Background: an optimization exercise with open tools, aiming at small area, a short achievable clock period and few clock cycles per item. Do not read the settings as production practice.
In this exercise RTL edits were held to simulation tests only and were not proved equivalent to the original.
No activity file was given, so power comes from the tool's default toggle rates.

## led_matrix_pwm_scanner
module led_matrix_pwm_scanner #(
  parameter int COLUMNS  = lmps_pkg::COLUMNS_DEF,
  parameter int CHANNELS = lmps_pkg::CHANNELS_DEF
) (
  input  logic                              clk,
  input  logic                              rst,
  input  logic                              s_tvalid,
  output logic                              s_tready,
  input  logic [lmps_pkg::IN_DATA_W-1:0]    s_tdata,
  input  logic [lmps_pkg::OP_W-1:0]         s_tuser,
  output logic                              m_tvalid,
  input  logic                              m_tready,
  output logic [lmps_pkg::OUT_DATA_W-1:0]   m_tdata
);
  localparam int PIXELS = lmps_pkg::PIXELS_DEF;
  localparam int PW     = 15;
  localparam int RW     = lmps_pkg::DRIVE_W + 2;
  logic              in_rdy;
  logic              cmd_v;
  logic [1:0]        cmd_op;
  logic [2:0]        cmd_col;
  logic [2:0]        cmd_row;
  logic [PW-1:0]     cmd_pix;
  logic [PW-1:0]     in_pix;
  logic [3:0]        tick_pos;
  logic [COLUMNS-1:0] col_oh;
  logic [PIXELS*PW-1:0] snap;
  logic [PIXELS-1:0] snap_vld;
  logic [RW-1:0]     out_d;
  logic              rdy_int;
  logic              sk_v;
  logic [1:0]        sk_act;
  logic              exec;
  logic              is_tick;
  logic              reload;
  logic              do_write;
  logic              do_clear;
  logic [PIXELS*PW-1:0] col_data;
  logic [PIXELS-1:0] col_vld;
  logic [CHANNELS-1:0] drive;
  logic [1:0]        action;
  logic              cmd_v_nx;
  logic              sk_v_nx;
  assign s_tready = in_rdy;
  assign m_tdata  = {7'b0000000, out_d};
  assign rdy_int  = !(cmd_v && sk_v);
  assign exec     = cmd_v && !sk_v;
  assign is_tick  = exec && (cmd_op == lmps_pkg::OP_TICK);
  assign reload   = is_tick && (tick_pos == lmps_pkg::TICK_LAST);
  assign do_write = exec && (cmd_op == lmps_pkg::OP_WRITE);
  assign do_clear = exec && (cmd_op == lmps_pkg::OP_CLEAR);
  lmps_enc u_enc_b (.s(s_tdata[21:14]), .code(in_pix[4:0]));
  lmps_enc u_enc_r (.s(s_tdata[13:6]),  .code(in_pix[9:5]));
  lmps_enc u_enc_g (.s(s_tdata[29:22]), .code(in_pix[14:10]));
  lmps_ram #(
    .COLUMNS (COLUMNS),
    .PIXELS  (PIXELS),
    .PW      (PW)
  ) u_frame (
    .clk    (clk),
    .rst    (rst),
    .we     (do_write),
    .wcol   (cmd_col),
    .wpix   (cmd_row),
    .wdata  (cmd_pix),
  ...
Settings: LEC_CHECK=0, CAP_MARGIN=20, CORE_MARGIN=2, CORE_UTILIZATION=40, CTS_CLUSTER_DIAMETER=100, CTS_CLUSTER_SIZE=30, SETUP_SLACK_MARGIN=4.6, SLEW_MARGIN=20, TNS_END_PERCENT=0; clock period 7.0 ns.
run.sh (not shown) runs the stock make flow with config.mk's settings and CLKGATE_MAP_FILE= SYNTH_SCRIPT=/design/flow/synth_recipe.tcl, a recipe that flattens the netlist after the stock synthesis.
The starting point passed the timing, DRC and antenna checks.
Testbench counts at the start, summed over its fixed seeds: cycles 12,016, items 12,000.
Edit:
CORE_UTILIZATION = 55   (was 40)
SETUP_SLACK_MARGIN = 4.5   (was 4.6)
The new run finished with timing, DRC and antenna clean.
Routed wire length went down by 0.54%.
Hold slack barely changes.
Clock-buffer cell count decreases by 2.
Utilization is higher by 16 points.
Sequential share of layout area goes up by 0.94 points.
Final area fell by 1.3%.
Global-route usage rises by 7.3 points.
Setup slack gains 0.015 ns.
Edit:
CORE_UTILIZATION = 45   (was 55)
=> Sequential cell count does not change; final area came out higher by 0.59%; non-clock buffer count drops by 10; worst setup slack got worse by 0.12 ns; fmax fell by 4.3%; register-to-register slack loses 0.07 ns.
Edit:
ABC_AREA = 1   (was unset)
CORE_UTILIZATION = 40   (was 45)
=>
- The changed run completed with no timing, DRC or antenna violations
- routed wire length rises by about 4%
- worst setup slack is worse by 0.024 ns
- hold slack is worse by 0.025 ns

========
== run 1 ==
led_matrix_pwm_scanner again, from the RTL that the note above started with.
clock: 7.0 ns
lec_check: 0
cap_margin: 20
core_margin: 2
core_utilization: 40
cts_cluster_diameter: 100
cts_cluster_size: 30
place_density: 0.75
setup_slack_margin: 4.5
slew_margin: 20
tns_end_percent: 0
Testbench counts of run 1, summed over its fixed seeds: cycles 12,016, items 12,000.
--- input diff run 1..run 2 ---
Settings: PLACE_DENSITY removed (was 0.75).
--- outcome ---
- Leakage dissipation (lower): run 1
- The setup slack of run 2 is larger than that of run 1.
- Summary of run 2 over run 1: met2 track utilization from global routing saw an increase; time the worst path needs with I/O delays and setup saw a decrease; via count saw a decrease.

========
## exp/indigo
Another version of the RTL of led_matrix_pwm_scanner (not shown whole).
Size in the first run: roughly 1700 cells after synthesis, roughly 780 flip-flops, roughly 64 I/O pins, about 29000 um2 of cells after synthesis.
clock: 7.0 ns
lec_check: 0
cap_margin: 20
core_margin: 2
core_utilization: 40
cts_cluster_diameter: 100
cts_cluster_size: 30
place_density_lb_addon: 0.2
setup_slack_margin: 4.75
slew_margin: 20
tns_end_percent: 0
Having completed the whole flow, exp/indigo delivered a layout that passed the timing, DRC and antenna checks.
Testbench counts of exp/indigo, summed over its fixed seeds: cycles 12,016, items 12,000.
Input changes introduced in exp/violet (baseline for comparison: exp/indigo):
diff --git a/flow/config.mk b/flow/config.mk
--- a/flow/config.mk
+++ b/flow/config.mk
@@ -13 +13 @@
-export PLACE_DENSITY_LB_ADDON = 0.2
+export GPL_ROUTABILITY_DRIVEN = 0
Against exp/indigo as the reference, exp/violet delivers a lower non-filler instance count after layout. exp/violet against exp/indigo: highest cell delay on the worst timing path decreased by 20 ps relative to the old numbers; number of signal-net inverters in the final layout grew by 1. Worst slack after detailed placement: exp/violet and exp/indigo compared, lower one is exp/violet. Compared to exp/indigo, exp/violet has fraction of met3 tracks used by global routing 0.36 points lower. The lower slack of the critical path came out of exp/indigo. Comparing exp/violet and exp/indigo, the higher power drawn by the clock network was measured on exp/indigo. Area: exp/violet vs exp/indigo -> exp/violet smaller. Maximum resistive drop on vdd (higher): exp/indigo. Taking exp/indigo as the reference point, the sequential portion of the cell area of exp/violet rises by 0.24 points. Cmp exp/violet and exp/indigo / total power of the final layout / lower: exp/violet.

[what the ideal ports hide]
How much do the figures lean on ideal ports? The routed layouts below were timed once more, with nothing changed but the port constraints. Step 1: set_driving_cell puts a clkbuf_16 on clk and a buf_2 on each other input, an assumption about the parent block. Step 2 times the ports against the registers' clock, not the clock port: input delays grow and output delays shrink by t, the midpoint of the rising clock arrivals with the driver on. Slacks: no drivers / after step 1 / after step 2; pairs: no drivers / after step 1.
run | shift t [ns] | setup WS [ns] | hold slack, ns | clock arrival spread, ns | worst slew at a driven data input, ns
the first run of note 1 | 0.694 | 4.364 / 4.305 / 3.811 | 0.484 / 0.484 / 0.484 | 0.036 / 0.036 | 0.05
the second run of note 1 | 0.692 | 4.379 / 4.362 / 3.796 | 0.481 / 0.481 / 0.481 | 0.029 / 0.029 | 0.05
the third run of note 1 | 0.674 | 4.262 / 4.206 / 3.762 | 0.483 / 0.483 / 0.483 | 0.040 / 0.040 | 0.04
the fourth run of note 1 | 0.695 | 4.238 / 4.173 / 3.808 | 0.458 / 0.458 / 0.458 | 0.024 / 0.025 | 0.04
run 1 | 0.701 | 4.289 / 4.246 / 3.710 | 0.484 / 0.484 / 0.484 | 0.034 / 0.033 | 0.04
run 2 | 0.696 | 4.389 / 4.329 / 3.740 | 0.482 / 0.482 / 0.482 | 0.032 / 0.032 | 0.05
exp/indigo | 0.677 | 4.447 / 4.386 / 3.832 | 0.459 / 0.459 / 0.459 | 0.033 / 0.033 | 0.04
exp/violet | 0.681 | 4.464 / 4.402 / 3.872 | 0.453 / 0.453 / 0.453 | 0.026 / 0.026 | 0.04
After both steps setup and hold are still met in every run listed. The setup slack of run 2, which loses most, moves by -0.060 ns with the drivers and by -0.649 ns with both steps.
